What follows belongs to an exercise in optimizing a design on an open flow for small area; a production flow would make more cautious choices. Only simulation tests tie the RTL to the original design; equivalence was not proved. Power and IR drop assume default switching activity.

--- flow/config.mk ---
export PLATFORM = sky130hd
export DESIGN_NAME = dev_top
export DESIGN_NICKNAME = dev_top
export VERILOG_FILES = /design/flow/design.v
export SDC_FILE = /design/flow/constraint.sdc
export NUM_CORES = 4
export LEC_CHECK = 0
export CAP_MARGIN = 20
export CORE_MARGIN = 2
export CORE_UTILIZATION = 40
export SLEW_MARGIN = 20
--- flow/constraint.sdc ---
create_clock -name core_clock -period 10.0 [get_ports {clk_60m}]
set_input_delay 2.0000 -clock core_clock [delete_from_list [all_inputs] [get_ports {clk_60m}]]
set_output_delay 2.0000 -clock core_clock [all_outputs]
set_load 0.01 [all_outputs]
--- flow/design.v ---
package dev_pkg;
    localparam int byte_w         = 8;       
    localparam int upc_baud_div   = 67;      
    localparam int lc_baud_div    = 134;     
    localparam int rm_baud_div    = 67;      
    localparam int pwr_baud_div   = 67;      
    localparam int baud_cnt_w     = 16;      
    localparam int lfsr7_full     = 7'b1100010;    
    localparam int lfsr7_half     = 7'b1010010;    
    localparam int lfsr7_mask     = 7'b0111001;
    localparam int lfsr8_full     = 8'b11100110;   
    localparam int lfsr8_half     = 8'b10101000;   
    localparam int lfsr8_mask     = 8'b10011101;
    localparam int tx_queue_depth = 4;       
    localparam logic [byte_w-1:0] pwr_header = 8'h5A;    
    localparam int pwr_word_w     = 16;      
    localparam int pwr_word_cnt   = 6;       
    localparam int pwr_data_bytes = 12;      
    localparam int meas_w         = 32;      
    typedef logic [pwr_word_cnt-1:0][pwr_word_w-1:0] pwr_words_t;
endpackage
`timescale 1ns/1ps
module uart_rx #(
    parameter int BAUD_DIV     = dev_pkg::upc_baud_div,
    parameter bit CHECK_EN     = 1'b0,
    parameter bit CHECK_FILTER = 1'b0
) (
    input  logic        clk_sys,
    input  logic        rst_n,
    input  logic        rx,                      
    output logic [dev_pkg::byte_w-1:0] stream_data,        
    output logic        stream_valid,            
    output logic        bit_stb,                 
    output logic        stop_stb,                
    output logic        line_bit                 
);
    localparam int last_bit = CHECK_EN ? dev_pkg::byte_w + 2 : dev_pkg::byte_w + 1;
    localparam int cw = (BAUD_DIV > 127) ? 8 : 7;
    localparam logic [cw-1:0] c_first = (cw == 8) ? cw'(dev_pkg::lfsr8_half) : cw'(dev_pkg::lfsr7_half);
    localparam logic [cw-1:0] c_next  = (cw == 8) ? cw'(dev_pkg::lfsr8_full) : cw'(dev_pkg::lfsr7_full);
    localparam logic [cw-1:0] c_mask  = (cw == 8) ? cw'(dev_pkg::lfsr8_mask) : cw'(dev_pkg::lfsr7_mask);
    logic [2:0]                 rx_ff;       
    logic                       busy;
    logic [cw-1:0]              cnt;
    logic [3:0]                 bit_idx;     
    logic [dev_pkg::byte_w-1:0] shift_reg;   
    logic                       par_acc;     
    logic start_edge, mid_pt, fb;
    assign start_edge = rx_ff[2] & ~rx_ff[1];    
    assign mid_pt     = busy && ((cnt & c_mask) == (cw'(1) & c_mask));
    assign fb         = (cw == 8) ? (cnt[cw-1] ^ cnt[5] ^ cnt[4] ^ cnt[3]) : (cnt[cw-1] ^ cnt[cw-2]);
    assign stream_data  = shift_reg;
    assign stream_valid = !busy && bit_idx == 4'(last_bit + 1) && !(CHECK_FILTER && par_acc);
    assign bit_stb      = mid_pt && bit_idx != 4'd0 && bit_idx <= 4'(dev_pkg::byte_w);
    assign stop_stb     = mid_pt && bit_idx == 4'(last_bit);
    assign line_bit     = rx_ff[1];
    always_ff @(posedge clk_sys) begin
        if (!rst_n) rx_ff <= 3'b111;             
        else        rx_ff <= {rx_ff[1:0], rx};
        if (!rst_n) begin
            busy <= 1'b0;
        end else if (!busy) begin
            busy <= start_edge;
        end else if (mid_pt) begin
            if (bit_idx == 4'd0 && rx_ff[1]) busy <= 1'b0;      
            if (bit_idx == 4'(last_bit))     busy <= 1'b0;      
        end
        if (!busy || !rst_n) begin
            bit_idx <= '0;
            par_acc <= 1'b0;
        end else if (mid_pt) begin
            bit_idx <= bit_idx + 4'd1;
            if (bit_idx != 4'd0 && bit_idx != 4'(last_bit)) par_acc <= par_acc ^ rx_ff[1];
        end
        if (!busy)       cnt <= c_first;
        else if (mid_pt) cnt <= c_next;
        else             cnt <= {cnt[cw-2:0], fb};
        if (bit_stb) shift_reg <= {rx_ff[1], shift_reg[dev_pkg::byte_w-1:1]};
    end
endmodule
`timescale 1ns/1ps
module uart_tx #(
    parameter int BAUD_DIV = dev_pkg::upc_baud_div,
    parameter bit CHECK_EN = 1'b0
) (
    input  logic                       clk_sys,
    input  logic                       rst_n,
    input  logic                       tx_en,        
    input  logic [dev_pkg::byte_w-1:0] tx_data,
    output logic                       tx            
);
    localparam logic [3:0] last_idx = CHECK_EN ? 4'd9 : 4'd8;
    localparam int cw = (BAUD_DIV > 127) ? 8 : 7;
    localparam logic [cw-1:0] c_load = (cw == 8) ? cw'(dev_pkg::lfsr8_full) : cw'(dev_pkg::lfsr7_full);
    localparam logic [cw-1:0] c_mask = (cw == 8) ? cw'(dev_pkg::lfsr8_mask) : cw'(dev_pkg::lfsr7_mask);
    logic [dev_pkg::byte_w-1:0] q_mem [4];
    logic [1:0]                 rd_ptr;          
    logic [1:0]                 fill;            
    logic                       busy;            
    logic [cw-1:0]              cnt;
    logic [3:0]                 bit_idx;
    logic                       par;             
    logic baud_wrap, last_bit, push, pop, fb, cur_bit;
    logic [1:0] wr_ptr, cur_ptr;
    assign fb        = (cw == 8) ? (cnt[cw-1] ^ cnt[5] ^ cnt[4] ^ cnt[3]) : (cnt[cw-1] ^ cnt[cw-2]);
    assign baud_wrap = (cnt & c_mask) == (cw'(1) & c_mask);
    assign last_bit  = bit_idx == last_idx;
    assign push      = tx_en && !(busy && fill == 2'd3);
    assign pop       = (fill != 2'd0) && (!busy || (baud_wrap && last_bit));
    assign wr_ptr    = rd_ptr + fill;
    assign cur_ptr   = rd_ptr - 2'd1;
    always_comb begin
        if (!bit_idx[3])     cur_bit = q_mem[cur_ptr][bit_idx[2:0]];
        else if (bit_idx[2]) cur_bit = 1'b0;                             
        else if (bit_idx[0] || !CHECK_EN) cur_bit = 1'b1;                
        else                 cur_bit = par;                              
    end
    assign tx = !busy || cur_bit;
    always_ff @(posedge clk_sys) begin
        if (!rst_n) begin
            fill <= '0;
            busy <= 1'b0;
        end else begin
            fill <= fill + 2'(push) - 2'(pop);
            if (pop) busy <= 1'b1;
            else if (baud_wrap && last_bit) busy <= 1'b0;
        end
        if (pop) rd_ptr <= rd_ptr + 2'd1;
        if (!busy || baud_wrap) cnt <= c_load;
        else                    cnt <= {cnt[cw-2:0], fb};
        if (!busy || (baud_wrap && last_bit)) bit_idx <= 4'd15;
        else if (baud_wrap)                   bit_idx <= bit_idx + 4'd1;
        if (bit_idx == 4'd15)                  par <= 1'b0;
        else if (baud_wrap && !bit_idx[3])     par <= par ^ cur_bit;
        if (push) q_mem[wr_ptr] <= tx_data;
    end
endmodule
`timescale 1ns/1ps
module pwr_monitor (
    input  logic                       clk_sys,
    input  logic                       rst_n,
    input  logic [dev_pkg::byte_w-1:0] stream_data,
    input  logic                       stream_valid,
    input  logic                       bit_stb,        
    input  logic                       stop_stb,       
    input  logic                       line_bit,       
    output logic [dev_pkg::meas_w-1:0] pwr_voltage,
    output logic [dev_pkg::meas_w-1:0] pwr_current,
    output logic [dev_pkg::meas_w-1:0] pwr_power,
    output logic                       pwr_valid      
);
    localparam int ww = dev_pkg::pwr_word_w;
    localparam int nb = dev_pkg::pwr_data_bytes * dev_pkg::byte_w;
    logic [3:0]                 pos;
    logic [dev_pkg::byte_w-1:0] sum;             
    logic                       frame_err;       
    logic [nb-1:0]              payload;         
    logic [dev_pkg::pwr_word_cnt*ww-1:0] words;  
    logic                       frame_ok;
    for (genvar k = 0; k < dev_pkg::pwr_word_cnt; k++) begin : g_words
        assign words[k*ww +: ww] = {payload[16*k +: 8], payload[16*k+8 +: 8]};
    end
    assign frame_ok = stream_valid && pos == 4'd13 && stream_data == sum && !frame_err;
    always_ff @(posedge clk_sys) begin
        if (bit_stb) payload <= {stream_data[0], payload[nb-1:1]};
        if (stop_stb) frame_err <= ~line_bit | (frame_err && pos != 4'd0);
        if (pos == 4'd0)                       sum <= '0;
        else if (stream_valid && pos != 4'd13) sum <= sum + stream_data;
        if (!rst_n) begin
            pos <= '0;
        end else if (stream_valid) begin
            if (pos == 4'd0) begin
                if (stream_data == dev_pkg::pwr_header) pos <= 4'd1;
            end else if (pos >= 4'd13) begin
                pos <= '0;
            end else begin
                pos <= pos + 4'd1;
            end
        end
        if (!rst_n) begin
            pwr_valid   <= 1'b0;
            pwr_voltage <= '0;
            pwr_current <= '0;
            pwr_power   <= '0;
        end else begin
            pwr_valid <= frame_ok;
            if (frame_ok) begin
                pwr_voltage <= {words[3*ww +: ww], words[0*ww +: ww]};
                pwr_current <= {words[4*ww +: ww], words[1*ww +: ww]};
                pwr_power   <= {words[5*ww +: ww], words[2*ww +: ww]};
            end
        end
    end
endmodule
`timescale 1ns/1ps
module dev_top (
    input  logic                       clk_60m,
    input  logic                       rst_n,
    input  logic                       upc_cfg_uart_rx,
    output logic                       upc_cfg_uart_tx,
    input  logic [dev_pkg::byte_w-1:0] upconvert_cfg_data,
    input  logic                       upconvert_cfg_data_valid,
    output logic [dev_pkg::byte_w-1:0] upconvert_rd_data,
    output logic                       upconvert_rd_data_valid,
    input  logic                       pc_lcuart_rx,
    output logic                       pc_lcuart_tx,
    input  logic                       pc_lctx_en,
    input  logic [dev_pkg::byte_w-1:0] pc_lctx_data,
    output logic [dev_pkg::byte_w-1:0] pc_lcrx_data,
    output logic                       pc_lcrx_data_valid,
    input  logic                       pc_rmuart_rx,
    output logic                       pc_rmuart_tx,
    input  logic                       pc_rmtx_en,
    input  logic [dev_pkg::byte_w-1:0] pc_rmtx_data,
    output logic [dev_pkg::byte_w-1:0] pc_rmrx_data,
    output logic                       pc_rmrx_data_valid,
    input  logic                       pwr_uart_rx,
    output logic [dev_pkg::meas_w-1:0] pwr_voltage,
    output logic [dev_pkg::meas_w-1:0] pwr_current,
    output logic [dev_pkg::meas_w-1:0] pwr_power,
    output logic                       pwr_valid
);
    logic upc_bit_stb, upc_stop_stb, upc_line;
    logic lc_bit_stb, lc_stop_stb, lc_line;
    logic rm_bit_stb, rm_stop_stb, rm_line;
    logic [dev_pkg::byte_w-1:0] pwr_rx_data;
    logic pwr_rx_valid, pwr_bit_stb, pwr_stop_stb, pwr_line;
    uart_rx #(.BAUD_DIV(dev_pkg::upc_baud_div), .CHECK_EN(1'b0), .CHECK_FILTER(1'b0))
    u1_uart_rx (.clk_sys(clk_60m), .rst_n(rst_n), .rx(upc_cfg_uart_rx),
                .stream_data(upconvert_rd_data), .stream_valid(upconvert_rd_data_valid),
                .bit_stb(upc_bit_stb), .stop_stb(upc_stop_stb), .line_bit(upc_line));
    uart_tx #(.BAUD_DIV(dev_pkg::upc_baud_div), .CHECK_EN(1'b0))
    u1_uart_tx (.clk_sys(clk_60m), .rst_n(rst_n), .tx_en(upconvert_cfg_data_valid),
                .tx_data(upconvert_cfg_data), .tx(upc_cfg_uart_tx));
    uart_rx #(.BAUD_DIV(dev_pkg::lc_baud_div), .CHECK_EN(1'b1), .CHECK_FILTER(1'b1))
    u2_uart_rx (.clk_sys(clk_60m), .rst_n(rst_n), .rx(pc_lcuart_rx),
                .stream_data(pc_lcrx_data), .stream_valid(pc_lcrx_data_valid),
                .bit_stb(lc_bit_stb), .stop_stb(lc_stop_stb), .line_bit(lc_line));
    uart_tx #(.BAUD_DIV(dev_pkg::lc_baud_div), .CHECK_EN(1'b1))
    u2_uart_tx (.clk_sys(clk_60m), .rst_n(rst_n), .tx_en(pc_lctx_en),
                .tx_data(pc_lctx_data), .tx(pc_lcuart_tx));
    uart_rx #(.BAUD_DIV(dev_pkg::rm_baud_div), .CHECK_EN(1'b1), .CHECK_FILTER(1'b1))
    u3_uart_rx (.clk_sys(clk_60m), .rst_n(rst_n), .rx(pc_rmuart_rx),
                .stream_data(pc_rmrx_data), .stream_valid(pc_rmrx_data_valid),
                .bit_stb(rm_bit_stb), .stop_stb(rm_stop_stb), .line_bit(rm_line));
    uart_tx #(.BAUD_DIV(dev_pkg::rm_baud_div), .CHECK_EN(1'b1))
    u3_uart_tx (.clk_sys(clk_60m), .rst_n(rst_n), .tx_en(pc_rmtx_en),
                .tx_data(pc_rmtx_data), .tx(pc_rmuart_tx));
    uart_rx #(.BAUD_DIV(dev_pkg::pwr_baud_div), .CHECK_EN(1'b0), .CHECK_FILTER(1'b0))
    u4_uart_rx (.clk_sys(clk_60m), .rst_n(rst_n), .rx(pwr_uart_rx),
                .stream_data(pwr_rx_data), .stream_valid(pwr_rx_valid),
                .bit_stb(pwr_bit_stb), .stop_stb(pwr_stop_stb), .line_bit(pwr_line));
    pwr_monitor u_pwr_monitor (
        .clk_sys     (clk_60m     ),             
        .rst_n       (rst_n       ),             
        .stream_data (pwr_rx_data ),             
        .stream_valid(pwr_rx_valid),             
        .bit_stb     (pwr_bit_stb ),             
        .stop_stb    (pwr_stop_stb),             
        .line_bit    (pwr_line    ),             
        .pwr_voltage (pwr_voltage ),             
        .pwr_current (pwr_current ),             
        .pwr_power   (pwr_power   ),             
        .pwr_valid   (pwr_valid   )              
    );
endmodule
--- flow/run.sh ---
#!/bin/bash
# synth_recipe.tcl (not shown) runs the flow's synth.tcl, then flattens the netlist and writes it again
# the make line also repeats each setting of config.mk as NAME=value (left out here)
make -C /OpenROAD-flow-scripts/flow DESIGN_CONFIG=/design/flow/config.mk WORK_HOME=/design/flow/orfs CLKGATE_MAP_FILE= SYNTH_SCRIPT=/design/flow/synth_recipe.tcl finish
==> impl_metrics.tcl, run 1 <==
set metrics [dict create \
    status "timing/DRC/antenna clean" \
    cts_sinks 448 \
    ios 160 \
    yosysWarningCount 7 \
    netSwitchingPower_mw 1.060 \
    p_seq_share_pct 50.6 \
    synthMuxAreaShare_pct 3.916 \
    irDropWorstVdd_mv 0.1213 \
    drive_gt1_share_pct 8.564 \
    final_common_cell "nand2_1" \
    cts_tree "done" \
    cts_setup_buffers 0 \
    wl_met2_mm 14.44 \
    placeableCoreArea_sq_um 41670 \
    synthCells 1313 \
    wl_met1_mm 14.86 \
    leakage_nw 6.808 \
    yosys.area.top_type_share_pct 41.35 \
    yosys.area_share.xor_xnor_pct 2.767 \
    relSlewSlack_pct 31.92 \
    final_cell_mix "nand2_1 (254), edfxtp_1 (231), dfxtp_1 (217)" \
    yosysSeqAreaShare_pct 67.25 \
    rows 75 \
    die_y_um 208.8 \
    multi_input_area_sq_um 5071 \
    ant_nets 0 \
    n_fill_cell 3763 \
    pre_cts_ws_ns 5.330 \
    regArea_sq_um 11280 \
    synth_seq_cells 448 \
    worst_slew_pin_slew_ns 1.021 \
    holdBufCountCts 0 \
    cp-end-kind "output port" \
    clockBufferDepth 3 \
    die-width_um 208.8 \
    gp_congestion 0.7670 \
    grt_pass1_wl_mm 51.67 \
    cpMaxStageDelayCell "edfxtp_1" \
    top_layer "met5" \
    placed_area_sq_um 18830 \
    start_util_pct 40.26 \
    dp_hpwl_mm 19.90 \
    clockPowerShare_pct 38.0 \
    antenna_cells 0 \
    min_period_ns 5.225 \
    cpPeakStageDelay_ns 0.86 \
    synth_fa_ha_area_share_pct 3.028 \
    ys_async_sr_fraction_pct 0 \
    clkLatencyLatePin_ns 0.57 \
    instances_no_fill 2057 \
    drcViolationCount 0 \
    antenna_found_initial 1 \
    final_area_sq_um 20390 \
    synthTopCellsByArea "edfxtp_1 (41%), dfxtp_1 (26%), nand2_1 (5.7%), mux4_2 (3.0%), ha_1 (2.9%)" \
    synth_nets 1386 \
    grt_usage_pct 14.60 \
    cts_resized 0 \
    synth_area_sq_um 16770 \
    grt_pass1_vias 9967 \
    cp-start-kind "flop" \
    max-cap-violations 0 \
    finalMaxSlewViolations 0 \
    largest_reg_flops 96 \
    cp.required_ns 8.00 \
    synth-simple-area-share_pct 13.23 \
    areaGrowthSynthToFinish_pct 21.58 \
    setup-tns-final_ns 0 \
    synth-compound-area-share_pct 7.236 \
    synth_top_family_by_area "simple AND/OR/NAND/NOR gates" \
    p_per_area_nw_per_um2 218.4 \
    dp_cells 1966 \
    synth_top_cell_by_area "edfxtp_1" \
    hold_viol_final 0 \
    avgSynthCellArea_sq_um 12.78 \
    root_buffer "clkbuf_16" \
    synth_ff_type "edfxtp_1" \
    routed_wl_mm 31.45 \
    grt_max_degree 111 \
    wl_per_cell_um 15.29 \
    drtIter0Drc 534 \
    overflow 0 \
    rsz0062_at_grt "false" \
    cp.arrival_ns 3.23 \
    combPwrFrac_pct 11.4 \
    nets 1551 \
    fmax_ghz 0.1914 \
    power.total_mw 4.455 \
    path_class "reg2out" \
    netSwitchingFraction_pct 23.79 \
    via_count 9979 \
    place.port_buffers 159 \
    finClkSkew_ns 0.01307 \
    numCtsBuffers 48 \
    drt-pass1-iter-count 5 \
    crit_chain "mux4_2 > mux2_2 > nand3_1 > nand4_1 > o21ai_0 > nand2_1 > clkdlybuf4s50_1" \
    cell_internal_pwr_mw 3.395 \
    path_clk_slew_ns 0.06 \
    setup_viol 0 \
    hold_class "reg2reg" \
    dieArea_sq_um 43590 \
    period_share_pct 52.25 \
    fin_ws_ns 4.775 \
    synth_enable_flop_cells 231 \
    routed-wl-met3_mm 1.416 \
    vias_per_cell 4.851 \
    synth.distinct_cells 56 \
    htree_levels 2 \
    cp_max_fo 15 \
    top_register "u_pwr_monitor.payload" \
]
==> per-stage QoR <==
step / utilization, % / hold WS [ns]
6_report: 48.95 / 0.4042
5_1_grt: 48.95 / 0.4133
4_1_cts: 48.88 / 0.4060
3_3_place_gp: 45.20 / 0.3898
3_5_place_dp: 45.20 / 0.3929
2_1_floorplan: - / 0.3863
==> Yosys cell counts, drive strengths merged, types with 2 or more instances <==
cell type / instances
nor3b: 3
edfxtp: 231
or3: 5
o2111ai: 3
nand4: 10
o211ai: 8
nor3: 15
nor2b: 15
o21ai: 18
mux4: 22
nor2: 48
nor4: 5
and3: 16
a21boi: 97
xnor2: 35
mux2i: 15
and2: 15
ha: 39
nand3: 20
inv: 36
nand3b: 3
a21oi: 25
or4b: 5
xor2: 18
dfxtp: 217
o31a: 6
a41oi: 2
nand2: 254
a22oi: 5
nor4b: 8
clkbuf: 28
or2: 13
buf: 28
o21a: 5
nand2b: 27
==> power groups by stage <==
stage                     combinational, mW  sequential [mW]  clock, mW
after floorplan                       0.444             2.21          0
after global placement                0.504             2.29          0
after detailed placement              0.520             2.30          0
after CTS                             0.521             2.26       1.76
after global routing                  0.569             2.28       1.82
final                                 0.507             2.25       1.69
==> kinds of logic (layout without fill, tap and decap cells) <==
logic type / count (synthesis) / in the layout
AOI/OAI and AO/OA: 174 / 174
DFF: 448 / 448
buffers and inverters: 92 / 297
xor gates and xnor gates: 53 / 53
adders and majority gates: 40 / 40
and+or+nand+nor: 468 / 468
muxes: 38 / 38
==> cell type report <==
type                            count  area share (%)
Clock buffer                       72           6.835
Clock inverter                     18          0.6810
Inverter                           36          0.6626
Multi-Input combinational cell    773           24.87
Sequential cell                   448           55.32
Tap cell                          539           3.307
Timing Repair Buffer              171           8.332
==> path summary, 6_finish.rpt <==
check | startpoint | endpoint | slack (ns) | cells past startpoint
setup / recovery | u2_uart_tx.rd_ptr[0] | pc_lcuart_tx | 4.77 | 7
hold / removal | u2_uart_rx.rx_ff[0] | u2_uart_rx.rx_ff[1] | 0.40 | 1
setup reg to reg | u4_uart_rx.shift_reg[1] | u_pwr_monitor.pwr_current[8] | 6.99 | 7
hold reg to reg | u2_uart_rx.rx_ff[0] | u2_uart_rx.rx_ff[1] | 0.40 | 1
==> per-layer routing <==
metal  vias to the layer above  GRT usage (%)
li1                       4939              -
met1                      4817          19.75
met2                       168          23.15
met3                        53          3.231
met4                         2          5.271
met5                         -              0
==> critical path, delay by kind of cell (launching register included) <==
family	cells	cell delay [ns]
mux	2	0.87
buf+inv	1	0.49
compound gates	1	0.16
simple gates	3	0.28
flops	1	0.86
==> inputs of run 2 (changes only) <==
--- a/flow/config.mk
+++ b/flow/config.mk
@@ -5,7 +5,11 @@
 export SDC_FILE = /design/flow/constraint.sdc
 export NUM_CORES = 4
 export LEC_CHECK = 0
+export ABC_AREA = 1
 export CAP_MARGIN = 20
 export CORE_MARGIN = 2
 export CORE_UTILIZATION = 40
+export CTS_BUF_LIST = sky130_fd_sc_hd__clkbuf_8
+export CTS_CLUSTER_DIAMETER = 60
+export CTS_CLUSTER_SIZE = 16
 export SLEW_MARGIN = 20
==> run 2 against run 1 <==
  * Sequential share of layout area grew 2.6 points
  * Still clean on timing, DRC and antenna
  * Area after synthesis shrank 0.93%
  * Count of clock-buffer cells in the layout shrank 29
  * Clock skew is 0.0081 ns higher
  * Critical path depth up 2
  * First-iteration DRC count down 3.0%
  * Non-clock buffer count down 8
  * Utilization shrank 1.3 points
  * Die area is 0.91% lower
  * Combinational power increased by 11%
==> impl_metrics.tcl, run 2 <==
set metrics [dict create \
    status "timing/DRC/antenna clean" \
    placeableCoreArea_sq_um 40920 \
    die_y_um 207.8 \
    htree_levels 2 \
    cp-end-kind "output port" \
    yosysSeqAreaShare_pct 67.89 \
    via_count 10840 \
    antenna_found_initial 0 \
    clockBufferDepth 3 \
    yosys.area.top_type_share_pct 41.74 \
    relSlewSlack_pct 30.57 \
    synth_ff_type "edfxtp_1" \
    dp_hpwl_mm 21.36 \
    synth_seq_cells 448 \
    grt_max_degree 100 \
    hold_class "reg2reg" \
    p_per_area_nw_per_um2 198.0 \
    ys_async_sr_fraction_pct 0 \
    synthCells 1550 \
    root_buffer "clkbuf_8" \
    drive_gt1_share_pct 6.257 \
    r2r_cells 9 \
    power.total_mw 3.858 \
    yosysWarningCount 7 \
    dp_cells 2203 \
    overflow 0 \
    max-cap-violations 0 \
    synth_area_sq_um 16620 \
    finalMaxSlewViolations 0 \
    rows 74 \
    clkLatencyLatePin_ns 0.60 \
    cp.required_ns 8.00 \
    worst_slew_pin_slew_ns 1.032 \
    timing.rr.end "u_pwr_monitor.pwr_power[1]" \
    setup_viol 0 \
    yosysMostFrequentCell "nor2_1" \
    grt_pass1_wl_mm 53.63 \
    rsz0062_at_grt "false" \
    final_common_cell "nor2_1" \
    synth.distinct_cells 39 \
    cts_setup_buffers 0 \
    fin_util_pct 47.61 \
    cp.arrival_ns 3.02 \
    routed_wl_mm 32.94 \
    instances_no_fill 2274 \
    finClkSkew_ns 0.02116 \
    grt_usage_pct 15.06 \
    synth_top_cell_by_area "edfxtp_1" \
    hold_viol_final 0 \
    hold_path_end "u1_uart_tx.cnt[1]" \
    fmax_ghz 0.1994 \
    hold_start "u1_uart_tx.busy" \
    die-width_um 207.8 \
    multi_input_area_sq_um 4624 \
    cts_sinks 448 \
    dieArea_sq_um 43190 \
    holdBufCountCts 0 \
    ant_nets 0 \
    path_class "reg2out" \
    n_fill_cell 3794 \
    path_clk_slew_ns 0.10 \
    regArea_sq_um 11280 \
    irDropWorstVdd_mv 0.1318 \
    placed_area_sq_um 18690 \
    antenna_cells 0 \
    nets 1785 \
    cts_resized 0 \
    min_path_cells 1 \
    place.port_buffers 159 \
    synth_nets 1623 \
    cp_max_fo 12 \
    period_share_pct 50.15 \
    drt-pass1-iter-count 5 \
    drtIter0Drc 518 \
    cp-start-kind "flop" \
    r2r_slack_ns 6.28 \
    numCtsBuffers 39 \
    synth_enable_flop_cells 231 \
    final_cell_mix "nor2_1 (290), edfxtp_1 (231), nand2_1 (225)" \
    start_util_pct 40.60 \
    synth_common_cells "nor2_1 (291), edfxtp_1 (231), nand2_1 (225)" \
    pre_cts_ws_ns 5.649 \
    min_period_ns 5.015 \
    setup-tns-final_ns 0 \
    leakage_nw 7.406 \
    largest_reg_flops 96 \
    areaGrowthSynthToFinish_pct 17.25 \
    gp_congestion 0.8517 \
    synthTopCellsByArea "edfxtp_1 (42%), dfxtp_1 (26%), nor2_1 (6.6%), nand2_1 (5.1%), o21ai_0 (3.2%)" \
    r2r-start "u4_uart_rx.shift_reg[2]" \
    wl_per_cell_um 14.49 \
    drcViolationCount 0 \
    fin_ws_ns 4.985 \
    cts_tree "done" \
    vias_per_cell 4.765 \
    final_area_sq_um 19480 \
    fin_hold_ws_ns 0.3921 \
    avgSynthCellArea_sq_um 10.72 \
    grt_pass1_vias 10550 \
    top_register "u_pwr_monitor.payload" \
    ios 160 \
]
## run 2: routing by layer
layer	wire length (um)	vias to the layer above	GRT usage (%)
met5	0	-	0
met2	15230	147	24.22
met1	15880	5152	20.46
met4	630	0	4.500
met3	1200	44	3.283
li1	-	5492	-
## run 2: how the worst max path moves through the flow
stage,from,end,cells past startpoint
after floorplan,u4_uart_rx.cnt[5],u4_uart_rx.shift_reg[0],5
after global placement,u3_uart_tx.rd_ptr[0],pc_rmuart_tx,12
after detailed placement,u3_uart_tx.rd_ptr[0],pc_rmuart_tx,12
after CTS,u3_uart_tx.rd_ptr[0],pc_rmuart_tx,12
after global routing,u3_uart_tx.rd_ptr[0],pc_rmuart_tx,12
final,u1_uart_tx.rd_ptr[1],upc_cfg_uart_tx,9
## run 2: layout make-up
cell class                 count  share of cell area (%)
sequential                   448                   57.90
clock inverter                28                   1.002
inverter                     135                   2.601
timing repair buffer         163                   8.310
tap                          532                   3.416
clock buffer                  43                   3.038
multi-input combinational    925                   23.73
## run 2: power breakdown
| group | switching, mW | internal, mW | total [mW] |
|---|---|---|---|
| sequential | 0.0959 | 2.14 | 2.23 |
| clock | 0.624 | 0.441 | 1.06 |
| combinational | 0.372 | 0.190 | 0.561 |
## run 2: worst max-delay path: stages (launching register included)
cell             delay (ns)
edfxtp_1               0.50
inv_2                  0.11
nor2_1                 0.52
or2_2                  0.28
nor2_1                 0.05
o211ai_1               0.20
nand3b_1               0.12
nand3_1                0.09
nand2_1                0.06
clkdlybuf4s50_1        0.48
## run 2: logic make-up (layout without fill, tap and decap cells)
family | after synthesis | in the layout | synth area share [%]
compound gates | 218 | 218 | 7.093
xor+xnor | 27 | 27 | 1.423
fa+ha+maj | 40 | 40 | 3.057
buf+inv | 177 | 369 | 4.382
flops | 448 | 448 | 67.89
simple gates | 640 | 640 | 16.16
==> inputs of run 3 (changes only) <==
--- a/flow/config.mk
+++ b/flow/config.mk
@@ -9,7 +9,7 @@
 export CAP_MARGIN = 20
 export CORE_MARGIN = 2
 export CORE_UTILIZATION = 40
-export CTS_BUF_LIST = sky130_fd_sc_hd__clkbuf_8
-export CTS_CLUSTER_DIAMETER = 60
-export CTS_CLUSTER_SIZE = 16
+export CTS_BUF_LIST = sky130_fd_sc_hd__clkbuf_16
+export CTS_CLUSTER_DIAMETER = 80
+export CTS_CLUSTER_SIZE = 30
 export SLEW_MARGIN = 20
==> run 3 against run 2 <==
  * Clock skew up 0.013 ns
  * Die area unchanged
  * Critical path depth unchanged
  * Cell count down 1.1%
  * Via count down 0.93%
  * Combinational power about the same
  * Cell area up 0.53%
  * Critical path type unchanged
  * Clock power up 11%
  * Wire length down 1.5%
  * Worst setup slack better by 0.048 ns
  * Synthesized cell count unchanged
==> impl_metrics.tcl, run 3 <==
set metrics [dict create \
    dieArea_sq_um 43190 \
    die-width_um 207.8 \
    rows 74 \
    cell_internal_pwr_mw 2.833 \
    cts_sinks 448 \
    drtIter0Drc 574 \
    top_register "u_pwr_monitor.payload" \
    synth_area_sq_um 16620 \
    max-cap-violations 0 \
    die_y_um 207.8 \
    cp.buffers_inverters 2 \
    p_seq_share_pct 56.2 \
    timing.rr.end "u_pwr_monitor.pwr_voltage[31]" \
    grt_max_degree 100 \
    antenna_found_initial 0 \
    synth_nets 1623 \
    cpMaxStageDelayCell "nor2_1" \
    clockBufferDepth 3 \
    rsz0062_at_grt "false" \
    multi_input_area_sq_um 4624 \
    htree_levels 1 \
    cp.arrival_ns 2.97 \
    synth_seq_cells 448 \
    grt_pass1_vias 10430 \
    yosysWarningCount 7 \
    crit_chain "inv_2 > nor2_1 > or2_2 > nor2_1 > o211ai_1 > nand3b_1 > nand3_1 > nand2_1 > clkdlybuf4s50_1" \
    finClkSkew_ns 0.03399 \
    hold_viol_final 0 \
    regArea_sq_um 11280 \
    cts_setup_buffers 0 \
    synth_common_cells "nor2_1 (291), edfxtp_1 (231), nand2_1 (225)" \
    root_buffer "clkbuf_16" \
    place.port_buffers 159 \
    via_count 10730 \
    cp.required_ns 8.00 \
    p_per_area_nw_per_um2 202.5 \
    grt_pass1_wl_mm 53.29 \
    wl_per_cell_um 14.44 \
    path_clk_slew_ns 0.10 \
    synth_ff_type "edfxtp_1" \
    final_common_cell "nor2_1" \
    nets 1771 \
    setup_viol 0 \
    fin_ws_ns 5.033 \
    yosysSeqAreaShare_pct 67.89 \
    areaGrowthSynthToFinish_pct 17.87 \
    irDropWorstVdd_mv 0.1339 \
    cp-start-kind "flop" \
    ant_nets 0 \
    grt_usage_pct 14.80 \
    cpMostUsedCell "nor2_1" \
    status "timing/DRC/antenna clean" \
    cp_max_fo 12 \
    min_period_ns 4.967 \
    drt-pass1-iter-count 5 \
    fmax_ghz 0.2013 \
    relSlewSlack_pct 30.37 \
    synthTopCellsByArea "edfxtp_1 (42%), dfxtp_1 (26%), nor2_1 (6.6%), nand2_1 (5.1%), o21ai_0 (3.2%)" \
    holdBufCountCts 0 \
    routed_wl_mm 32.46 \
    cp-end-kind "output port" \
    leakage_nw 7.406 \
    yosysMostFrequentCell "nor2_1" \
    hold_start "u3_uart_tx.cnt[2]" \
    ys_async_sr_fraction_pct 0 \
    overflow 0 \
    r2r_cells 9 \
    largest_reg_flops 96 \
    yosys.area.top_type_share_pct 41.74 \
    cpPeakStageDelay_ns 0.52 \
    synth_top_cell_by_area "edfxtp_1" \
    worst_slew_pin_slew_ns 1.035 \
    min_path_cells 2 \
    pre_cts_ws_ns 5.649 \
    vias_per_cell 4.775 \
    netSwitchingPower_mw 1.134 \
    synth_enable_flop_cells 231 \
    clkLatencyLatePin_ns 0.58 \
    n_fill_cell 3765 \
    hold_class "reg2reg" \
    fin_hold_ws_ns 0.3933 \
    setup-tns-final_ns 0 \
    start_util_pct 40.60 \
    period_share_pct 49.67 \
    combPwrFrac_pct 14.1 \
    cts_tree "done" \
    placeableCoreArea_sq_um 40920 \
    r2r_slack_ns 6.30 \
    ios 160 \
    synth.distinct_cells 39 \
    final_cell_mix "nor2_1 (290), edfxtp_1 (231), nand2_1 (225)" \
    crit_family "simple AND/OR/NAND/NOR gates" \
    synthCells 1550 \
    avgSynthCellArea_sq_um 10.72 \
    clockPowerShare_pct 29.7 \
    r2r-start "u4_uart_rx.shift_reg[2]" \
    hold_path_end "u3_uart_tx.cnt[3]" \
    drive_gt1_share_pct 5.478 \
    antenna_cells 0 \
    netSwitchingFraction_pct 28.58 \
    path_class "reg2out" \
    drcViolationCount 0 \
    dp_hpwl_mm 21.36 \
    gp_congestion 0.8517 \
    numCtsBuffers 25 \
    cts_resized 0 \
    finalMaxSlewViolations 0 \
]
## run 3: kinds of logic (layout without fill, tap and decap cells)
kind of cell | Yosys count | in the layout | share of synthesized area [%]
AND/OR/NAND/NOR | 640 | 640 | 16.16
flip-flops | 448 | 448 | 67.89
AO/OA/AOI/OAI | 218 | 218 | 7.093
buffers and inverters | 177 | 343 | 4.382
adder cells (fa/ha/maj) | 40 | 40 | 3.057
XOR/XNOR | 27 | 27 | 1.423
## run 3: tightest hold or removal path, cell delays in order (launching register included)
cell     delay (ns)
dfxtp_1        0.30
inv_1          0.04
nor2_1         0.03
## run 3: worst max path at each step
stage	end	slack, ns	cells after the start	startpoint
6_report	upc_cfg_uart_tx	5.03	9	u1_uart_tx.rd_ptr[1]
5_1_grt	pc_rmuart_tx	4.68	12	u3_uart_tx.rd_ptr[0]
4_1_cts	pc_rmuart_tx	5.01	12	u3_uart_tx.rd_ptr[0]
3_5_place_dp	pc_rmuart_tx	5.65	12	u3_uart_tx.rd_ptr[0]
3_3_place_gp	pc_rmuart_tx	5.65	12	u3_uart_tx.rd_ptr[0]
2_1_floorplan	u4_uart_rx.shift_reg[0]	3.99	5	u4_uart_rx.cnt[5]
## run 3: final cells by class
type	count	share of cell area, %
clock inverter	20	1.354
tap	532	3.398
multi-input combinational	925	23.61
clock buffer	25	3.194
inverter	135	2.587
timing repair buffer	163	8.266
sequential	448	57.59
## run 3: power by group through the flow
| stage | sequential (mW) | combinational, mW | clock, mW |
|---|---|---|---|
| floorplan | 2.22 | 0.453 | 0 |
| global placement | 2.27 | 0.550 | 0 |
| detailed placement | 2.27 | 0.564 | 0 |
| CTS | 2.23 | 0.565 | 1.23 |
| global route | 2.25 | 0.647 | 1.29 |
| finish | 2.23 | 0.558 | 1.18 |
## run 3: per-stage QoR
step,instances,utilization (%),power [mW],instance area (sq um)
global placement,2203,45.66,2.825,18690
global route,2248,47.86,4.193,19590
detailed placement,2203,45.66,2.838,18690
CTS,2248,47.84,4.027,19580
finish,2248,47.86,3.967,19590
floorplan,1550,-,2.676,16620
## run 3: layer usage
| metal | wire [um] | vias to the layer above | GRT usage (%) |
|---|---|---|---|
| met5 | 0 | - | 0 |
| met4 | 548 | 0 | 3.057 |
| met3 | 1116 | 31 | 2.451 |
| met2 | 15200 | 148 | 24.53 |
| met1 | 15590 | 5098 | 20.54 |
| li1 | - | 5457 | - |
==> inputs of run 4 (changes only) <==
==> flow/flow/run.sh (new file) <==
#!/bin/bash
# The standard layout (standard.sh) with two changes:
#  - ports are buffered with sky130_fd_sc_hd__buf_1 instead of the cell buffer_ports picks
#    by itself (a 10 um2 delay buffer)
#  - the clock tree is built without dummy loads
# every tool's output goes to logs under this folder (make's to standard.log, ORFS's own
# per-step logs to orfs/logs/)
set -euo pipefail
export BUFFER_PORTS_ARGS="-buffer_cell sky130_fd_sc_hd__buf_1"
export CTS_ARGS="-sink_clustering_enable -repair_clock_nets -dont_use_dummy_load -buf_list sky130_fd_sc_hd__clkbuf_8 -sink_clustering_size 16 -sink_clustering_max_diameter 60"
bash standard.sh > standard.log 2>&1
==> flow/standard.sh (new file) <==
#!/bin/bash
# synth_recipe.tcl (not shown) runs the flow's synth.tcl, then flattens the netlist and writes it again
# the make line also repeats each setting of config.mk as NAME=value (left out here)
make -C /OpenROAD-flow-scripts/flow DESIGN_CONFIG=/design/flow/config.mk WORK_HOME=/design/flow/orfs CLKGATE_MAP_FILE= SYNTH_SCRIPT=/design/flow/synth_recipe.tcl "${@:-finish}"
--- a/flow/config.mk
+++ b/flow/config.mk
@@ -9,7 +9,7 @@
 export CAP_MARGIN = 20
 export CORE_MARGIN = 2
 export CORE_UTILIZATION = 40
-export CTS_BUF_LIST = sky130_fd_sc_hd__clkbuf_16
-export CTS_CLUSTER_DIAMETER = 80
-export CTS_CLUSTER_SIZE = 30
+export CTS_BUF_LIST = sky130_fd_sc_hd__clkbuf_8
+export CTS_CLUSTER_DIAMETER = 60
+export CTS_CLUSTER_SIZE = 16
 export SLEW_MARGIN = 20
removed: flow/run.sh
==> run 4 against run 3 <==
  * Still clean on timing, DRC and antenna
  * Combinational power fell by 3%
  * Sequential power barely moved
  * Cell area fell by 6.9%
  * Critical path type unchanged
  * Highest routed layer unchanged
==> impl_metrics.tcl, run 4 <==
set metrics [dict create \
    status "timing/DRC/antenna clean" \
    p_per_area_nw_per_um2 200.8 \
    instances_no_fill 2243 \
    vias_per_cell 4.760 \
    worst_slew_pin_slew_ns 1.011 \
    finalMaxSlewViolations 0 \
    numCtsBuffers 38 \
    grt_max_degree 96 \
    rows 74 \
    cp.required_ns 8.00 \
    cpMaxStageDelayCell "edfxtp_1" \
    cp_max_fo 19 \
    yosysWarningCount 7 \
    synth_top_cell_by_area "edfxtp_1" \
    synth.distinct_cells 39 \
    final_area_sq_um 18240 \
    yosysSeqAreaShare_pct 67.89 \
    via_count 10680 \
    placed_area_sq_um 17710 \
    hold_viol_final 0 \
    synth_common_cells "nor2_1 (291), edfxtp_1 (231), nand2_1 (225)" \
    ys_async_sr_fraction_pct 0 \
    placeableCoreArea_sq_um 40920 \
    cp-end-kind "output port" \
    overflow 0 \
    cts_sinks 448 \
    avgSynthCellArea_sq_um 10.72 \
    clockPowerShare_pct 24.4 \
    gp_congestion 0.8484 \
    fin_hold_ws_ns 0.3612 \
    cp-start-kind "flop" \
    cts_setup_buffers 0 \
    holdBufCountCts 0 \
    p_seq_share_pct 60.9 \
    setup_viol 0 \
    combPwrFrac_pct 14.8 \
    dp_cells 2205 \
    cts_tree "done" \
    fmax_ghz 0.2155 \
    synth_enable_flop_cells 231 \
    synth_seq_cells 448 \
    grt_usage_pct 14.68 \
    final_cell_mix "nor2_1 (290), edfxtp_1 (231), nand2_1 (225)" \
    irDropWorstVdd_mv 0.1406 \
    final_common_cell "nor2_1" \
    netSwitchingPower_mw 1.009 \
    max-cap-violations 0 \
    nets 1786 \
    ant_nets 0 \
    largest_reg_flops 96 \
    finClkSkew_ns 0.06028 \
    synthCells 1550 \
    cp.arrival_ns 2.64 \
    synth_area_sq_um 16620 \
    dieArea_sq_um 43190 \
    relSlewSlack_pct 31.96 \
    crit_family "simple AND/OR/NAND/NOR gates" \
    grt_pass1_wl_mm 52.09 \
    hold_class "reg2reg" \
    antenna_cells 0 \
    synth_nets 1623 \
    htree_levels 2 \
    drt-pass1-iter-count 5 \
    drtIter0Drc 643 \
    period_share_pct 46.40 \
    yosysMostFrequentCell "nor2_1" \
    die_y_um 207.8 \
    synthTopCellsByArea "edfxtp_1 (42%), dfxtp_1 (26%), nor2_1 (6.6%), nand2_1 (5.1%), o21ai_0 (3.2%)" \
    path_class "reg2out" \
    die-width_um 207.8 \
    cpMostUsedCell "nand2_1" \
    wl_per_cell_um 14.27 \
    cp.buffers_inverters 2 \
    crit_chain "clkinv_1 > nand2_1 > nand2_2 > nand2_1 > nand2_1 > nand2_1 > nand2_1 > nor2_1 > nand2_1 > nand3_1 > nand3_1 > buf_1" \
    yosys.area.top_type_share_pct 41.74 \
    cpPeakStageDelay_ns 0.74 \
    path_clk_slew_ns 0.09 \
    start_util_pct 40.60 \
    min_period_ns 4.640 \
    rsz0062_at_grt "false" \
    root_buffer "clkbuf_8" \
    place.port_buffers 159 \
    fin_util_pct 44.58 \
    drive_gt1_share_pct 5.319 \
    cts_resized 0 \
    leakage_nw 6.873 \
    netSwitchingFraction_pct 27.56 \
    antenna_found_initial 0 \
    ios 160 \
    top_register "u_pwr_monitor.payload" \
    synth_ff_type "edfxtp_1" \
    areaGrowthSynthToFinish_pct 9.781 \
    dp_hpwl_mm 20.90 \
    routed_wl_mm 32.01 \
    setup-tns-final_ns 0 \
    clockBufferDepth 3 \
    grt_pass1_vias 10060 \
    drcViolationCount 0 \
    clkLatencyLatePin_ns 0.61 \
    cell_internal_pwr_mw 2.653 \
]
run 4: cell counts after synthesis:
No cell type changed its count.
run 4: stage by stage:
step | power (mW) | setup WS (ns)
2_1_floorplan | 2.676 | 3.993
3_3_place_gp | 2.811 | 6.011
3_5_place_dp | 2.822 | 5.967
4_1_cts | 3.728 | 5.298
5_1_grt | 3.882 | 5.012
6_report | 3.663 | 5.360
run 4: layout make-up:
type	instances	area (sq um)
tap	532	665.6
clock buffer	38	523.0
timing repair buffer	165	645.6
multi-input combinational	925	4621
sequential	448	11280
fill	3894	22680
inverter	135	506.7
run 4: power groups by stage:
stage / clock network, mW / registers, mW / logic (mW)
2_1_floorplan: 0 / 2.22 / 0.453
6_report: 0.893 / 2.23 / 0.541
5_1_grt: 1.00 / 2.25 / 0.626
4_1_cts: 0.944 / 2.23 / 0.551
3_3_place_gp: 0 / 2.27 / 0.537
3_5_place_dp: 0 / 2.27 / 0.548
run 4: worst paths after layout:
check	start	end	slack (ns)	cells past startpoint
max	u3_uart_tx.rd_ptr[0]	pc_rmuart_tx	5.36	12
min	u1_uart_tx.busy	u1_uart_tx.cnt[1]	0.36	1
max reg2reg	u4_uart_rx.cnt[5]	u_pwr_monitor.payload[0]	6.93	7
min reg2reg	u1_uart_tx.busy	u1_uart_tx.cnt[1]	0.36	1
run 4: routing by layer:
| metal | global-route usage (%) | vias to the layer above | share of wire (%) | wire, um |
|---|---|---|---|---|
| met2 | 23.40 | 137 | 46 | 14750 |
| met1 | 20.30 | 5051 | 48 | 15490 |
| li1 | - | 5450 | - | - |
| met5 | 0 | - | 0 | 0 |
| met3 | 3.026 | 39 | 3.5 | 1129 |
| met4 | 4.255 | 0 | 2.0 | 645 |
run 4: cells by family (layout without fill, tap and decap cells):
logic type	count (synthesis)	after routing	synth area share [%]
simple gates	640	640	16.16
fa+ha+maj	40	40	3.057
xor+xnor	27	27	1.423
compound gates	218	218	7.093
buf+inv	177	338	4.382
flops	448	448	67.89
==> inputs of run 5 (changes only) <==
--- a/flow/design.v
+++ b/flow/design.v
@@ -40,17 +40,18 @@
     localparam logic [cw-1:0] c_next  = (cw == 8) ? cw'(dev_pkg::lfsr8_full) : cw'(dev_pkg::lfsr7_full);
     localparam logic [cw-1:0] c_mask  = (cw == 8) ? cw'(dev_pkg::lfsr8_mask) : cw'(dev_pkg::lfsr7_mask);
     logic [2:0]                 rx_ff;       
-    logic                       busy;
+    logic                       busy;        
     logic [cw-1:0]              cnt;
-    logic [3:0]                 bit_idx;     
+    logic [3:0]                 bit_idx;
     logic [dev_pkg::byte_w-1:0] shift_reg;   
     logic                       par_acc;     
     logic start_edge, mid_pt, fb;
     assign start_edge = rx_ff[2] & ~rx_ff[1];    
+    assign busy       = bit_idx <= 4'(last_bit);
     assign mid_pt     = busy && ((cnt & c_mask) == (cw'(1) & c_mask));
     assign fb         = (cw == 8) ? (cnt[cw-1] ^ cnt[5] ^ cnt[4] ^ cnt[3]) : (cnt[cw-1] ^ cnt[cw-2]);
     assign stream_data  = shift_reg;
-    assign stream_valid = !busy && bit_idx == 4'(last_bit + 1) && !(CHECK_FILTER && par_acc);
+    assign stream_valid = bit_idx == 4'(last_bit + 1) && !(CHECK_FILTER && par_acc);
     assign bit_stb      = mid_pt && bit_idx != 4'd0 && bit_idx <= 4'(dev_pkg::byte_w);
     assign stop_stb     = mid_pt && bit_idx == 4'(last_bit);
     assign line_bit     = rx_ff[1];
@@ -58,19 +59,17 @@
         if (!rst_n) rx_ff <= 3'b111;             
         else        rx_ff <= {rx_ff[1:0], rx};
         if (!rst_n) begin
-            busy <= 1'b0;
+            bit_idx <= 4'd15;
         end else if (!busy) begin
-            busy <= start_edge;
+            bit_idx <= start_edge ? 4'd0 : 4'd15;
         end else if (mid_pt) begin
-            if (bit_idx == 4'd0 && rx_ff[1]) busy <= 1'b0;      
-            if (bit_idx == 4'(last_bit))     busy <= 1'b0;      
-        end
-        if (!busy || !rst_n) begin
-            bit_idx <= '0;
+            if (bit_idx == 4'd0 && rx_ff[1]) bit_idx <= 4'd15;      
+            else                             bit_idx <= bit_idx + 4'd1;
+        end
+        if (!busy) begin
             par_acc <= 1'b0;
-        end else if (mid_pt) begin
-            bit_idx <= bit_idx + 4'd1;
-            if (bit_idx != 4'd0 && bit_idx != 4'(last_bit)) par_acc <= par_acc ^ rx_ff[1];
+        end else if (mid_pt && bit_idx != 4'd0 && bit_idx != 4'(last_bit)) begin
+            par_acc <= par_acc ^ rx_ff[1];
         end
         if (!busy)       cnt <= c_first;
         else if (mid_pt) cnt <= c_next;
@@ -160,6 +159,7 @@
     for (genvar k = 0; k < dev_pkg::pwr_word_cnt; k++) begin : g_words
         assign words[k*ww +: ww] = {payload[16*k +: 8], payload[16*k+8 +: 8]};
     end
+    assign pwr_valid = pos == 4'd14;
     assign frame_ok = stream_valid && pos == 4'd13 && stream_data == sum && !frame_err;
     always_ff @(posedge clk_sys) begin
         if (bit_stb) payload <= {stream_data[0], payload[nb-1:1]};
@@ -168,22 +168,22 @@
         else if (stream_valid && pos != 4'd13) sum <= sum + stream_data;
         if (!rst_n) begin
             pos <= '0;
+        end else if (pos >= 4'd14) begin
+            pos <= '0;
         end else if (stream_valid) begin
             if (pos == 4'd0) begin
                 if (stream_data == dev_pkg::pwr_header) pos <= 4'd1;
-            end else if (pos >= 4'd13) begin
-                pos <= '0;
+            end else if (pos == 4'd13) begin
+                pos <= frame_ok ? 4'd14 : 4'd0;
             end else begin
                 pos <= pos + 4'd1;
             end
         end
         if (!rst_n) begin
-            pwr_valid   <= 1'b0;
             pwr_voltage <= '0;
             pwr_current <= '0;
             pwr_power   <= '0;
         end else begin
-            pwr_valid <= frame_ok;
             if (frame_ok) begin
                 pwr_voltage <= {words[3*ww +: ww], words[0*ww +: ww]};
                 pwr_current <= {words[4*ww +: ww], words[1*ww +: ww]};
--- a/flow/flow/run.sh
+++ b/flow/flow/run.sh
@@ -7,5 +7,5 @@
 # per-step logs to orfs/logs/)
 set -euo pipefail
 export BUFFER_PORTS_ARGS="-buffer_cell sky130_fd_sc_hd__buf_1"
-export CTS_ARGS="-sink_clustering_enable -repair_clock_nets -dont_use_dummy_load -buf_list sky130_fd_sc_hd__clkbuf_8 -sink_clustering_size 16 -sink_clustering_max_diameter 60"
+export CTS_ARGS="-sink_clustering_enable -repair_clock_nets -dont_use_dummy_load -buf_list sky130_fd_sc_hd__clkbuf_8 -sink_clustering_size 20 -sink_clustering_max_diameter 80"
 bash standard.sh > standard.log 2>&1
==> run 5 against run 4 <==
  * Still clean on timing, DRC and antenna
  * Critical path depth down 2
  * Combinational power up 45%
  * Clock skew up 0.017 ns
  * Flip-flop and latch count down 5
  * Maximum frequency down 3.0%
  * Cell area down 1.1%
  * Wire length up 3.2%
  * Largest power group unchanged
  * Highest routed layer unchanged
==> impl_metrics.tcl, run 5 <==
set metrics [dict create \
    antenna_cells 0 \
    r2r_cells 6 \
    die_y_um 207.4 \
    finClkSkew_ns 0.07705 \
    routed_wl_mm 33.03 \
    rsz0062_at_grt "false" \
    dp_cells 2208 \
    synthCells 1554 \
    cpMostUsedCell "nand3_1" \
    die-width_um 207.4 \
    start_util_pct 40.54 \
    top_register "u_pwr_monitor.payload" \
    synth_seq_cells 443 \
    cp-start-kind "flop" \
    leakage_nw 6.866 \
    dp_hpwl_mm 21.78 \
    cts_setup_buffers 0 \
    yosys.area_share.xor_xnor_pct 1.587 \
    cp.arrival_ns 2.78 \
    hold_path_end "u1_uart_rx.cnt[3]" \
    drtIter0Drc 824 \
    cpPeakStageDelay_ns 0.77 \
    cp.required_ns 8.00 \
    synth_nets 1627 \
    rows 74 \
    yosysSeqAreaShare_pct 67.54 \
    crit_family "simple AND/OR/NAND/NOR gates" \
    cts_sinks 443 \
    p_per_area_nw_per_um2 214.8 \
    max-cap-violations 0 \
    gp_congestion 0.8661 \
    htree_levels 1 \
    crit_chain "clkinv_1 > nand2_1 > nand2_2 > nand2_1 > nand3_1 > nand3_1 > nand3_1 > nand3_1 > nand3_1 > buf_1" \
    dieArea_sq_um 43030 \
    placed_area_sq_um 17640 \
    setup_viol 0 \
    hold_class "reg2reg" \
    drcViolationCount 0 \
    avgSynthCellArea_sq_um 10.65 \
    synth_top_family_by_area "simple AND/OR/NAND/NOR gates" \
    grt_usage_pct 15.07 \
    ios 160 \
    period_share_pct 47.82 \
    synth-compound-area-share_pct 7.845 \
    synth_common_cells "nor2_1 (292), edfxtp_1 (231), dfxtp_1 (212)" \
    worst_slew_pin_slew_ns 1.094 \
    nets 1780 \
    areaGrowthSynthToFinish_pct 8.986 \
    synth.distinct_cells 39 \
    setup-tns-final_ns 0 \
    finalMaxSlewViolations 0 \
    placeableCoreArea_sq_um 40830 \
    drt-pass1-iter-count 5 \
    yosys.area.top_type_share_pct 41.90 \
    wl_per_cell_um 14.77 \
    ys_async_sr_fraction_pct 0 \
    yosysWarningCount 7 \
    final_cell_mix "nor2_1 (292), edfxtp_1 (231), dfxtp_1 (212)" \
    hold_start "u1_uart_rx.cnt[2]" \
    relSlewSlack_pct 27.10 \
    clockBufferDepth 3 \
    grt_pass1_vias 10380 \
    ant_nets 0 \
    cp_max_fo 19 \
    irDropWorstVdd_mv 0.1110 \
    instances_no_fill 2237 \
    clkLatencyLatePin_ns 0.64 \
    numCtsBuffers 29 \
    synth-simple-area-share_pct 15.54 \
    min_period_ns 4.782 \
    fmax_ghz 0.2091 \
    cp.buffers_inverters 2 \
    via_count 10900 \
    drive_gt1_share_pct 4.751 \
    path_class "reg2out" \
    synth_ff_type "edfxtp_1" \
    status "timing/DRC/antenna clean" \
    vias_per_cell 4.872 \
    timing.rr.end "u_pwr_monitor.payload[49]" \
    root_buffer "clkbuf_8" \
    holdBufCountCts 0 \
    cts_resized 0 \
    cp-end-kind "output port" \
    synthMuxAreaShare_pct 0 \
    pre_cts_ws_ns 5.851 \
    overflow 0 \
    synth_enable_flop_cells 231 \
    synthTopCellsByArea "edfxtp_1 (42%), dfxtp_1 (26%), nor2_1 (6.6%), nand2_1 (4.7%), o21ai_0 (4.6%)" \
    antenna_found_initial 0 \
    largest_reg_flops 96 \
    r2r-start "u4_uart_rx.cnt[0]" \
    r2r_slack_ns 7.25 \
    cpMaxStageDelayCell "edfxtp_1" \
    final_common_cell "nor2_1" \
    place.port_buffers 159 \
    yosysMostFrequentCell "nor2_1" \
    min_path_cells 2 \
    hold_viol_final 0 \
    cts_tree "done" \
    synth_area_sq_um 16550 \
    grt_pass1_wl_mm 54.26 \
    final_area_sq_um 18040 \
    fin_ws_ns 5.218 \
    synth_top_cell_by_area "edfxtp_1" \
    path_clk_slew_ns 0.11 \
    grt_max_degree 101 \
    synth_fa_ha_area_share_pct 3.069 \
]
[run 5: cell types whose count changed in the layout (fill, tap and decap cells not counted), sizes merged, moves of 5 or more]
cell    before  now
o21ai      136  153
nand2      229  214
clkbuf      39   30
nor2       291  297
dfxtp      217  212
[run 5: cells by family after synthesis]
group / Yosys count
buffers and inverters: 177
and+or+nand+nor: 624
xor gates and xnor gates: 30
DFF: 443
AOI/OAI and AO/OA: 240
adders and majority gates: 40
[run 5: power by group]
group	internal [mW]	switching [mW]
clock	0.260	0.526
combinational	0.267	0.519
sequential	2.17	0.133
[run 5: area by class of cell]
type                    instances  area, sq um
clock buffers                  29        399.1
repair buffers                165        645.6
multi-input cells             934         4648
well taps                     532        665.6
fillers                      3871        22790
flip-flops and latches        443        11180
inverters                     134        503.0
[run 5: how the worst max path moves through the flow]
stage / start / slack (ns) / endpoint / cells after the start
detailed placement: u2_uart_tx.rd_ptr[0] / 5.85 / pc_lcuart_tx / 10
global route: u2_uart_tx.rd_ptr[0] / 4.89 / pc_lcuart_tx / 10
floorplan: u4_uart_rx.bit_idx[0] / 1.47 / u4_uart_rx.shift_reg[0] / 5
finish: u2_uart_tx.rd_ptr[0] / 5.22 / pc_lcuart_tx / 10
CTS: u2_uart_tx.rd_ptr[0] / 5.16 / pc_lcuart_tx / 10
global placement: u2_uart_tx.rd_ptr[0] / 5.94 / pc_lcuart_tx / 10
[run 5: worst register-to-register path: stages (launching register included)]
cell	delay (ns)
dfxtp_1	0.31
inv_1	0.05
nor4_1	0.46
inv_1	0.14
nor3_2	0.12
buf_4	0.40
buf_4	0.84
[run 5: through the flow]
step,hold WS (ns),utilization (%),power (mW)
global placement,0.3955,43.21,3.115
finish,0.3540,44.19,3.875
CTS,0.3526,44.19,3.931
floorplan,0.3650,-,2.924
detailed placement,0.3958,43.21,3.139
global route,0.3676,44.19,4.136
[run 5: layer usage]
metal | vias up | global-route usage [%] | routed length (um)
met3 | 44 | 2.012 | 1250
met4 | 0 | 4.138 | 704
met1 | 5211 | 21.23 | 15750
li1 | 5463 | - | -
met2 | 181 | 24.49 | 15320
met5 | - | 0 | 0
==> inputs of run 6 (changes only) <==
--- a/flow/flow/run.sh
+++ b/flow/flow/run.sh
@@ -7,5 +7,5 @@
 # per-step logs to orfs/logs/)
 set -euo pipefail
 export BUFFER_PORTS_ARGS="-buffer_cell sky130_fd_sc_hd__buf_1"
-export CTS_ARGS="-sink_clustering_enable -repair_clock_nets -dont_use_dummy_load -buf_list sky130_fd_sc_hd__clkbuf_8 -sink_clustering_size 20 -sink_clustering_max_diameter 80"
+export CTS_ARGS="-sink_clustering_enable -repair_clock_nets -dont_use_dummy_load -buf_list sky130_fd_sc_hd__clkbuf_8 -sink_clustering_size 16 -sink_clustering_max_diameter 60"
 bash standard.sh > standard.log 2>&1
==> run 6 against run 5 <==
  * Still clean
  * Sequential power about the same
  * Non-clock buffer count unchanged
  * Power up 3.2%
  * Area after synthesis unchanged
  * Worst setup slack better by 0.039 ns
  * Synthesized cell count unchanged
  * Die area unchanged
  * Register-to-register slack worse by 0.04 ns
  * Critical endpoint is now upc_cfg_uart_tx
  * Largest cell class unchanged
  * Largest power group unchanged
==> impl_metrics.tcl, run 6 <==
set metrics [dict create \
    avgSynthCellArea_sq_um 10.65 \
    start_util_pct 40.54 \
    areaGrowthSynthToFinish_pct 9.901 \
    ios 160 \
    cpPeakStageDelay_ns 0.58 \
    status "timing/DRC/antenna clean" \
    grt_pass1_vias 10510 \
    cts_tree "done" \
    top_layer "met4" \
    drcViolationCount 0 \
    irDropWorstVdd_mv 0.1309 \
    cts_sinks 443 \
    synth_seq_cells 443 \
    cp-end-kind "output port" \
    power.total_mw 3.999 \
    numCtsBuffers 40 \
    relSlewSlack_pct 27.46 \
    yosysMostFrequentCell "nor2_1" \
    cp_max_fo 12 \
    fmax_ghz 0.2108 \
    place.port_buffers 159 \
    placeableCoreArea_sq_um 40830 \
    cts_setup_buffers 0 \
    worst_slew_pin_slew_ns 1.088 \
    cpMaxStageDelayCell "nor2_1" \
    via_count 10930 \
    final_cell_mix "nor2_1 (292), edfxtp_1 (231), dfxtp_1 (212)" \
    synthTopCellsByArea "edfxtp_1 (42%), dfxtp_1 (26%), nor2_1 (6.6%), nand2_1 (4.7%), o21ai_0 (4.6%)" \
    synthCells 1554 \
    largest_reg_flops 96 \
    yosysSeqAreaShare_pct 67.54 \
    synth_enable_flop_cells 231 \
    yosys.area.top_type_share_pct 41.90 \
    wl_met1_mm 15.76 \
    p_per_area_nw_per_um2 219.8 \
    grt_pass1_wl_mm 54.58 \
    dp_hpwl_mm 21.78 \
    synth_common_cells "nor2_1 (292), edfxtp_1 (231), dfxtp_1 (212)" \
    grt_max_degree 101 \
    final_area_sq_um 18190 \
    path_class "reg2out" \
    nets 1791 \
    period_share_pct 47.43 \
    dp_cells 2208 \
    path_clk_slew_ns 0.08 \
    overflow 0 \
    crit_chain "inv_1 > nor2_1 > inv_1 > nand2_1 > o2111ai_1 > nand3_1 > nand3_1 > nand3_1 > nand2_1 > buf_1" \
    ys_async_sr_fraction_pct 0 \
    drt-pass1-iter-count 5 \
    setup_viol 0 \
    top_register "u_pwr_monitor.payload" \
    cp-start-kind "flop" \
    ant_nets 0 \
    max-cap-violations 0 \
    finClkSkew_ns 0.03978 \
    routed-wl-met3_mm 1.316 \
    hold_viol_final 0 \
    rsz0062_at_grt "false" \
    root_buffer "clkbuf_8" \
    gp_congestion 0.8661 \
    synth.distinct_cells 39 \
    synth_top_cell_by_area "edfxtp_1" \
    die-width_um 207.4 \
    drtIter0Drc 822 \
    placed_area_sq_um 17640 \
    cpMostUsedCell "nand3_1" \
    vias_per_cell 4.862 \
    synth_area_sq_um 16550 \
    leakage_nw 6.945 \
    hold_class "reg2reg" \
    synth_nets 1627 \
    die_y_um 207.4 \
    routed_wl_mm 33.31 \
    finalMaxSlewViolations 0 \
    clockBufferDepth 3 \
    cp.required_ns 8.00 \
    instances_no_fill 2248 \
    cts_resized 0 \
    grt_usage_pct 15.37 \
    drive_gt1_share_pct 5.361 \
    synth_ff_type "edfxtp_1" \
    yosysWarningCount 7 \
    antenna_found_initial 0 \
    rows 74 \
    wl_per_cell_um 14.82 \
    cp.arrival_ns 2.74 \
    final_common_cell "nor2_1" \
    setup-tns-final_ns 0 \
    dieArea_sq_um 43030 \
    htree_levels 2 \
    antenna_cells 0 \
    clkLatencyLatePin_ns 0.59 \
    wl_met2_mm 15.43 \
    holdBufCountCts 0 \
    min_period_ns 4.743 \
]
==> run 6: critical path: cells and delay by family, from the launching register on <==
kind	cells	cell delay, ns
AND/OR/NAND/NOR	6	1.08
AO/OA/AOI/OAI	1	0.15
buffers and inverters	3	0.42
flip-flops	1	0.50
==> run 6: path summary, 6_finish.rpt <==
check	slack, ns	startpoint	cells past startpoint	to
hold / removal	0.40	u3_uart_rx.cnt[1]	2	u3_uart_rx.cnt[2]
setup reg to reg	7.21	u4_uart_rx.cnt[0]	6	u_pwr_monitor.payload[62]
setup / recovery	5.26	u1_uart_tx.rd_ptr[1]	10	upc_cfg_uart_tx
hold reg to reg	0.40	u3_uart_rx.cnt[1]	2	u3_uart_rx.cnt[2]
==> run 6: final cells by class <==
type,instances,area (sq um)
repair buffers,165,645.6
fillers,3862,22640
inverters,134,503.0
well taps,532,665.6
multi-input cells,934,4648
flip-flops and latches,443,11180
clock buffers,40,550.5
==> run 6: through the flow <==
| step | hold slack (ns) | setup WS, ns | util [%] |
|---|---|---|---|
| 2_1_floorplan | 0.3650 | 1.475 | - |
| 3_3_place_gp | 0.3955 | 5.941 | 43.21 |
| 3_5_place_dp | 0.3958 | 5.851 | 43.21 |
| 4_1_cts | 0.3960 | 5.191 | 44.56 |
| 5_1_grt | 0.4197 | 4.921 | 44.56 |
| 6_report | 0.3959 | 5.257 | 44.56 |
==> run 6: cell families (layout without fill, tap and decap cells) <==
kind of cell / after synthesis / after routing / share of synthesized area (%)
AND/OR/NAND/NOR: 624 / 624 / 15.54
flip-flops: 443 / 443 / 67.54
AO/OA/AOI/OAI: 240 / 240 / 7.845
buffers and inverters: 177 / 339 / 4.421
adder cells (fa/ha/maj): 40 / 40 / 3.069
XOR/XNOR: 30 / 30 / 1.587
==> run 6: metal layers <==
layer,track usage (%),vias to the layer above
li1,-,5488
met1,21.02,5196
met2,24.61,196
met3,2.844,49
met4,5.296,0
met5,0,-
==> run 6: power breakdown <==
group,switching [mW],internal (mW)
clock network,0.549,0.358
registers,0.133,2.17
logic,0.521,0.267
total,1.20,2.80

==> static timing again, ports no longer ideal <==
In the flow no input, the clock included, has a driving cell. The finished layouts below were timed again as built, in two steps. Step 1: set_driving_cell puts a clkbuf_16 on clk_60m and a buf_2 on each other input, an assumption about the parent block. Step 2 times the ports against the registers' clock, not the clock port: input delays grow and output delays shrink by t, the midpoint of the rising clock arrivals with the driver on. Slacks: ideal ports / drivers / drivers and shift; pairs: ideal ports / drivers.
run | shift t [ns] | setup WS [ns] | hold WS [ns] | worst register clock-pin slew, ns | worst data-port slew with drivers (ns)
run 1 | 0.610 | 4.775 / 4.724 / 5.334 | 0.404 / 0.404 / 0.404 | 0.06 / 0.06 | 0.07
run 2 | 0.639 | 4.985 / 4.936 / 5.575 | 0.392 / 0.392 / 0.392 | 0.11 / 0.11 | 0.05
run 3 | 0.613 | 5.033 / 4.979 / 5.592 | 0.393 / 0.393 / 0.393 | 0.11 / 0.11 | 0.05
run 4 | 0.621 | 5.360 / 5.312 / 5.934 | 0.361 / 0.361 / 0.361 | 0.10 / 0.10 | 0.05
run 5 | 0.649 | 5.218 / 5.169 / 5.818 | 0.354 / 0.354 / 0.354 | 0.12 / 0.12 | 0.05
run 6 | 0.628 | 5.257 / 5.211 / 5.839 | 0.396 / 0.396 / 0.396 | 0.10 / 0.10 | 0.05
After both steps setup and hold are still met in every run listed.
